From an optimization exercise on the open Yosys and OpenROAD flow, aimed at a short achievable clock period and few clock cycles per item; shortcuts taken in it are not production practice.
In this exercise RTL edits were held to simulation tests only and were not proved equivalent to the original.
Power is estimated from default activity; no workload was simulated.

==> flow/design.v <==
package mipsPkg;
  typedef enum logic [5:0] {
    opRtype = 6'b000000,
    opLw    = 6'b100011,
    opSw    = 6'b101011,
    opBeq   = 6'b000100
  } opcodeE;
  typedef enum logic [5:0] {
    fnAdd = 6'b100000,
    fnSub = 6'b100010,
    fnAnd = 6'b100100,
    fnOr  = 6'b100101,
    fnSlt = 6'b101010
  } functE;
  typedef enum logic [2:0] {
    aluAnd = 3'b000,
    aluOr  = 3'b001,
    aluAdd = 3'b010,
    aluSub = 3'b110,
    aluSlt = 3'b111
  } aluOpE;
  typedef struct packed {
    logic  regWrite;
    logic  regDst;
    logic  aluSrc;
    logic  branch;
    logic  memWrite;
    logic  memToReg;
    aluOpE aluOp;
  } ctrlSignalsS;
endpackage
`timescale 1ns/1ps
module mainDecoder (
  input  mipsPkg::opcodeE opcode,
  output logic            regWrite,
  output logic            regDst,
  output logic            aluSrc,
  output logic            branch,
  output logic            memWrite,
  output logic            memToReg,
  output logic            known
);
  always_comb begin
    regWrite = 1'b0;
    regDst   = 1'b0;
    aluSrc   = 1'b0;
    branch   = 1'b0;
    memWrite = 1'b0;
    memToReg = 1'b0;
    known    = 1'b1;
    case (opcode)
      mipsPkg::opRtype: begin
        regWrite = 1'b1;
        regDst   = 1'b1;
      end
      mipsPkg::opLw: begin
        regWrite = 1'b1;
        aluSrc   = 1'b1;
        memToReg = 1'b1;
      end
      mipsPkg::opSw: begin
        aluSrc   = 1'b1;
        memWrite = 1'b1;
      end
      mipsPkg::opBeq: begin
        branch = 1'b1;
      end
      default: begin
        known = 1'b0;
      end
    endcase
  end
endmodule
`timescale 1ns/1ps
module aluDecoder (
  input  mipsPkg::opcodeE opcode,
  input  mipsPkg::functE  funct,
  output mipsPkg::aluOpE  aluOp,
  output logic            known
);
  always_comb begin
    aluOp = mipsPkg::aluAdd;
    known = 1'b1;
    case (opcode)
      mipsPkg::opLw,
      mipsPkg::opSw: begin
        aluOp = mipsPkg::aluAdd;
      end
      mipsPkg::opBeq: begin
        aluOp = mipsPkg::aluSub;
      end
      mipsPkg::opRtype: begin
        case (funct)
          mipsPkg::fnAdd: aluOp = mipsPkg::aluAdd;
          mipsPkg::fnSub: aluOp = mipsPkg::aluSub;
          mipsPkg::fnAnd: aluOp = mipsPkg::aluAnd;
          mipsPkg::fnOr:  aluOp = mipsPkg::aluOr;
          mipsPkg::fnSlt: aluOp = mipsPkg::aluSlt;
          default: begin
            known = 1'b0;
          end
        endcase
      end
      default: begin
        known = 1'b0;
      end
    endcase
  end
endmodule
`timescale 1ns/1ps
module controlUnit (
  input  logic                 rst,
  input  mipsPkg::opcodeE      opcode,
  input  mipsPkg::functE       funct,
  output mipsPkg::ctrlSignalsS ctrl,
  output logic                 illegal
);
  logic           regWrite;
  logic           regDst;
  logic           aluSrc;
  logic           branch;
  logic           memWrite;
  logic           memToReg;
  logic           mainKnown;
  logic           aluKnown;
  mipsPkg::aluOpE aluOp;
  mainDecoder u_mainDecoder (
    .opcode   (opcode),
    .regWrite (regWrite),
    .regDst   (regDst),
    .aluSrc   (aluSrc),
    .branch   (branch),
    .memWrite (memWrite),
    .memToReg (memToReg),
    .known    (mainKnown)
  );
  aluDecoder u_aluDecoder (
    .opcode (opcode),
    .funct  (funct),
    .aluOp  (aluOp),
    .known  (aluKnown)
  );
  assign illegal = ~(mainKnown & aluKnown);
  always_comb begin
    if (rst || illegal) begin
      ctrl.regWrite = 1'b0;
      ctrl.regDst   = 1'b0;
      ctrl.aluSrc   = 1'b0;
      ctrl.branch   = 1'b0;
      ctrl.memWrite = 1'b0;
      ctrl.memToReg = 1'b0;
      ctrl.aluOp    = mipsPkg::aluAnd;
    end else begin
      ctrl.regWrite = regWrite;
      ctrl.regDst   = regDst;
      ctrl.aluSrc   = aluSrc;
      ctrl.branch   = branch;
      ctrl.memWrite = memWrite;
      ctrl.memToReg = memToReg;
      ctrl.aluOp    = aluOp;
    end
  end
endmodule
`timescale 1ns/1ps
module regFile (
  input  logic        clk,
  input  logic        rst,
  input  logic        we,
  input  logic [4:0]  ra1,
  input  logic [4:0]  ra2,
  input  logic [4:0]  wa,
  input  logic [31:0] wd,
  output logic [31:0] rd1,
  output logic [31:0] rd2
);
  logic [31:0] regs [32];
  always_ff @(posedge clk) begin
    if (rst) begin
      for (int i = 0; i < 32; i++) begin
        regs[i] <= 32'h0;
      end
    end else if (we && (wa != 5'd0)) begin
      regs[wa] <= wd;
    end
  end
  assign rd1 = (ra1 == 5'd0) ? 32'h0 : regs[ra1];
  assign rd2 = (ra2 == 5'd0) ? 32'h0 : regs[ra2];
endmodule
`timescale 1ns/1ps
module alu (
  input  logic [31:0]    a,
  input  logic [31:0]    b,
  input  mipsPkg::aluOpE op,
  output logic [31:0]    y,
  output logic           zero
);
  always_comb begin
    case (op)
      mipsPkg::aluAnd: y = a & b;
      mipsPkg::aluOr:  y = a | b;
      mipsPkg::aluAdd: y = a + b;
      mipsPkg::aluSub: y = a - b;
      mipsPkg::aluSlt: y = {31'h0, $signed(a) < $signed(b)};
      default:         y = 32'h0;
    endcase
  end
  assign zero = (y == 32'h0);
endmodule
`timescale 1ns/1ps
module dataPath #(
  parameter logic [31:0] ResetPc = 32'h0
) (
  input  logic                 clk,
  input  logic                 rst,
  input  mipsPkg::ctrlSignalsS ctrl,
  input  logic [31:0]          instr,
  input  logic [31:0]          readData,
  output logic [31:0]          pc,
  output logic [31:0]          dataAddr,
  output logic [31:0]          writeData
);
  logic [31:0] pcReg;
  logic [31:0] pcNext;
  logic [31:0] pcPlus4;
  logic [31:0] pcBranch;
  logic        pcSrc;
  logic [31:0] signImm;
  logic [4:0]  writeReg;
  logic [31:0] result;
  logic [31:0] srcA;
  logic [31:0] srcB;
  logic [31:0] rd2;
  logic [31:0] aluY;
  logic        zero;
  always_ff @(posedge clk) begin
    if (rst) begin
      pcReg <= ResetPc;
    end else begin
      pcReg <= pcNext;
    end
  end
  assign pcPlus4  = pcReg + 32'd4;
  assign pcBranch = pcPlus4 + {signImm[29:0], 2'b00};
  assign pcSrc    = ctrl.branch & zero;
  assign pcNext   = pcSrc ? pcBranch : pcPlus4;
  assign pc       = pcReg;
  assign signImm  = {{16{instr[15]}}, instr[15:0]};
  assign writeReg = ctrl.regDst ? instr[15:11] : instr[20:16];
  assign result   = ctrl.memToReg ? readData : aluY;
  regFile u_regFile (
    .clk (clk),
    .rst (rst),
    .we  (ctrl.regWrite),
    .ra1 (instr[25:21]),
    .ra2 (instr[20:16]),
    .wa  (writeReg),
    .wd  (result),
    .rd1 (srcA),
    .rd2 (rd2)
  );
  assign srcB = ctrl.aluSrc ? signImm : rd2;
  alu u_alu (
    .a    (srcA),
    .b    (srcB),
    .op   (ctrl.aluOp),
    .y    (aluY),
    .zero (zero)
  );
  assign dataAddr  = aluY;
  assign writeData = rd2;
endmodule
`timescale 1ns/1ps
module mipsCore #(
  parameter logic [31:0] ResetPc = 32'h0
) (
  input  logic        clk,
  input  logic        rst,
  output logic [31:0] pc,
  input  logic [31:0] instr,
  output logic [31:0] dataAddr,
  output logic [31:0] writeData,
  output logic        memWrite,
  input  logic [31:0] readData,
  output logic        illegal
);
  mipsPkg::ctrlSignalsS ctrl;
  controlUnit u_controlUnit (
    .rst     (rst),
    .opcode  (mipsPkg::opcodeE'(instr[31:26])),
    .funct   (mipsPkg::functE'(instr[5:0])),
    .ctrl    (ctrl),
    .illegal (illegal)
  );
  dataPath #(
    .ResetPc (ResetPc)
  ) u_dataPath (
    .clk       (clk),
    .rst       (rst),
    .ctrl      (ctrl),
    .instr     (instr),
    .readData  (readData),
    .pc        (pc),
    .dataAddr  (dataAddr),
    .writeData (writeData)
  );
  assign memWrite = ctrl.memWrite;
endmodule
==> flow/run.sh <==
#!/bin/bash
# synth_recipe.tcl (not shown) runs the flow's synth.tcl, then flattens the netlist and writes it again
# the make line also repeats each setting of config.mk as NAME=value (left out here)
make -C /OpenROAD-flow-scripts/flow DESIGN_CONFIG=/design/flow/config.mk WORK_HOME=/design/flow/orfs CLKGATE_MAP_FILE= SYNTH_SCRIPT=/design/flow/synth_recipe.tcl finish
==> flow/config.mk <==
export PLATFORM = sky130hd
export DESIGN_NAME = mipsCore
export DESIGN_NICKNAME = mipsCore
export VERILOG_FILES = /design/flow/design.v
export SDC_FILE = /design/flow/constraint.sdc
export NUM_CORES = 4
export LEC_CHECK = 0
export CAP_MARGIN = 20
export CORE_MARGIN = 2
export CORE_UTILIZATION = 40
export SETUP_SLACK_MARGIN = 0.2
export SLEW_MARGIN = 20
==> flow/constraint.sdc <==
create_clock -name core_clock -period 10.5 [get_ports {clk}]
set_input_delay 2.1000 -clock core_clock [delete_from_list [all_inputs] [get_ports {clk}]]
set_output_delay 2.1000 -clock core_clock [all_outputs]
set_load 0.01 [all_outputs]
==> impl_metrics.ini <==
[placed_design]
pre_cts_slack_ns = 0.201
hpwl_um = 145000
port_buffers = 161
gp_congestion = 0.957

[clock_network]
postCtsSetupBuffers = 0
htree_levels = 3
cts_tree = yes
worstSkewPairLatency_ns = 0.76
cts_hold_buf = 0
clock_path_buffers = 3
cts.sinks = 1054
cts-root-buf = clkbuf_16
path_clk_slew_ns = 0.06
cts_made_buffers = 111

[setup_path]
path_cells = clkdlybuf4s50_1, inv_8, buf_4, mux4_2, mux2i_1, buf_4, nor3_1, a21o_1, ha_1, or2_1, nor3_2, o21ai_0, or3_1, o22a_1, a2111oi_4, o31ai_1, nor3_2, xnor2_1, a21o_1, clkdlybuf4s50_1
max_stage_delay_ns = 0.61
crit_fanout = 17
cp.arrival_ns = 8.07
worst_setup_path_start_kind = primary input
cp-end-kind = output port
cpMaxStageDelayCell = mux4_2
required_ns = 8.40
crit_type = in -> out
path_delay_family = buffers and inverters
path_buf_inv = 5

[synth]
ys_async_sr_fraction = 0
synthDistinctLibCells = 84
syn_area_um2 = 60400
synth_top_area_cell = edfxtp_1
muxShareOfSynthArea = 0.241
ys_warn_count = 6
synth_top_family_by_area = multiplexers
yosysTopAreaCellShare = 0.509
synthSimpleGateAreaFrac = 0.109
synth_compound_area_frac = 0.0577
avgSynthCellArea_um2 = 12.9
synthAdderAreaFrac = 0.0271
synthXorXnorAreaFrac = 0.0117
ys_seq_elements = 1054
synthTopCellsByArea = edfxtp_1 (51%), mux4_2 (20%), nor2_1 (6.9%), mux2i_1 (3.0%), ha_1 (2.6%)
syn_inst = 4675
synth-main-ff-cell = edfxtp_1
synth-seq-area-share = 0.519
yosysMostFrequentCell = nor2_1
synth_edf_count = 1024
synth_common_cells = nor2_1 (1113), edfxtp_1 (1024), mux4_2 (534)

[route]
routed_wl_um = 228000
vias = 44555
antenna_left = 0
route.detailed.drc = 0
first_pass_iters = 6
wl_per_cell_um = 32.6
drtIter0Drc = 6861
viasPerCell = 6.37

[sta]
finalCritPeriodShare = 0.969
fmax_mhz = 98.3
slew_headroom = 0.241
setup_viol = 0
fin_tns_setup_ns = 0
final.min_clock_period_ns = 10.17
fin_ws_ns = 0.328
rsz0062_at_grt = true
skew_ns = 0.0659
report.final.slew_viol_count = 0
finalHoldViolations = 0
tightest_slew_ns = 1.11

[power]
p_leak_nw = 25.0
p_per_area_nw_per_um2 = 156
peakVddDrop_mv = 0.127

[floorplanning]
core_region_area_um2 = 150000
ioPinCount = 164
die_w_um = 393
initial_core_util = 0.403
placementRows = 142
die_area_um2 = 154000
die_y_um = 393

[grt]
grt_max_degree = 52
antenna_found_initial = 5
grt_usage = 0.293
grt_pass1_vias = 43354
grt_pass1_wl_um = 319000
grt-ovfl-total = 0

[flow_run]
cap_violations = 0

[run_status]
status = complete, no violations

[final_layout]
syn2layout_area_growth_pct = 16.5
layout-drive-gt1-share = 0.247
nets = 5085

[hold_path]
hp-class = reg -> reg
-- cell usage in the layout (no fill, tap or decap), types with 41 or more instances in the layout --
cell	n
mux2_2	51
mux4_2	534
inv_1	102
edfxtp_1	1024
nand2_1	159
nand2_2	60
xnor2_1	56
buf_4	301
ha_1	126
o221ai_1	48
clkbuf_16	116
or3_1	41
a21oi_1	134
mux2i_1	147
clkdlybuf4s50_1	152
nor3_1	56
nor2_1	1112
-- worst paths after layout --
path	slack (ns)	startpoint	end	cells after the start
worst max-delay path	0.33	instr[18]	dataAddr[29]	20
worst min-delay path	0.63	u_dataPath.pcReg[2]$_SDFF_PP0_	u_dataPath.pcReg[2]$_SDFF_PP0_	2
worst max register to register	2.92	u_dataPath.u_regFile.regs[20][0]$_SDFFCE_PN0P_	u_dataPath.pcReg[21]$_SDFF_PP0_	25
worst min register to register	0.63	u_dataPath.pcReg[2]$_SDFF_PP0_	u_dataPath.pcReg[2]$_SDFF_PP0_	2
-- sequential cells by signal, indices dropped and copies added (netlist names) --
name and count:
u_dataPath.u_regFile.regs 1024, u_dataPath.pcReg 30
-- area by class of cell --
cell class | instances | area [um^2]
Fill cell | 13288 | 79600
Sequential cell | 1054 | 31400
Multi-Input combinational cell | 3113 | 27800
Timing Repair Buffer | 501 | 4760
Clock buffer | 131 | 2920
Tap cell | 2016 | 2520
Clock inverter | 73 | 654
Inverter | 109 | 417
Antenna cell | 1 | 2.50
-- cells by family (layout without fill, tap and decap cells) --
kind of cell             after synthesis  count (layout)
flip-flops                          1054            1054
other                                  1              35
buffers and inverters                541             814
AND/OR/NAND/NOR                     1593            1593
XOR/XNOR                              81              81
multiplexers                         778             778
AO/OA/AOI/OAI                        498             498
adder cells (fa/ha/maj)              129             129
-- metrics by stage --
stage	utilization	instances	power [mW]	hold slack, ns	cell area (um^2)
floorplan	-	4708	6.12	0.587	60500
global placement	0.443	6779	7.03	0.591	66400
detailed placement	0.443	6783	7.05	0.605	66500
CTS	0.467	6987	11.0	0.626	70100
global route	0.469	6997	11.3	0.684	70400
finish	0.469	6998	11.0	0.632	70400
-- timing repair --
| action | CTS | global route |
|---|---|---|
| gates cloned | 0 | 2 |
| endpoints found under the setup margin | 2 | 9 |
| resized for setup | 1 | 20 |
-- power by group --
| group | internal (mW) | switching [mW] |
|---|---|---|
| clock | 2.22 | 1.74 |
| combinational | 0.882 | 1.35 |
| sequential | 4.75 | 0.0723 |
-- worst min-delay path: cells and delay by family, from the launching register on --
family / cells / cell delay, ns
multiplexers: 1 / 0.13
AND/OR/NAND/NOR: 1 / 0.10
flip-flops: 1 / 0.37
-- metal layers --
layer / up-vias / GRT usage / share of wire
met4: 4 / 0.124 / 0.049
met2: 3181 / 0.443 / 0.44
li1: 18148 / - / -
met5: - / 0 / 0.00014
met1: 22695 / 0.399 / 0.38
met3: 527 / 0.0788 / 0.13
Testbench counts, summed over its fixed seeds: cycles 13,187, instructions 13,187.

-- what the ideal ports hide --
How much do the figures lean on ideal ports? The routed layout below was timed once more, with nothing changed but the port constraints.
Step 1, drivers: a clkbuf_16 drives clk and a buf_2 each remaining input, both assumed.
Step 2 moves the port delays by t, midway between the first and last clock arrival at a register: inputs arrive t later, outputs are due t later. That takes back most of the time a late clock gives input paths.
Three values: no drivers, after step 1, after step 2; two values: the first two.
t, ns: 0.802
setup slack, ns: 0.328 / 0.283 / 0.283
hold slack, ns: 0.632 / 0.632 / 0.632
worst slew at a driven data input, ns: 0.09
pins driven straight from the clock port: 1
After both steps setup and hold are still met in this run. The setup slack of this run moves by -0.045 ns with the drivers and by -0.045 ns with both steps.
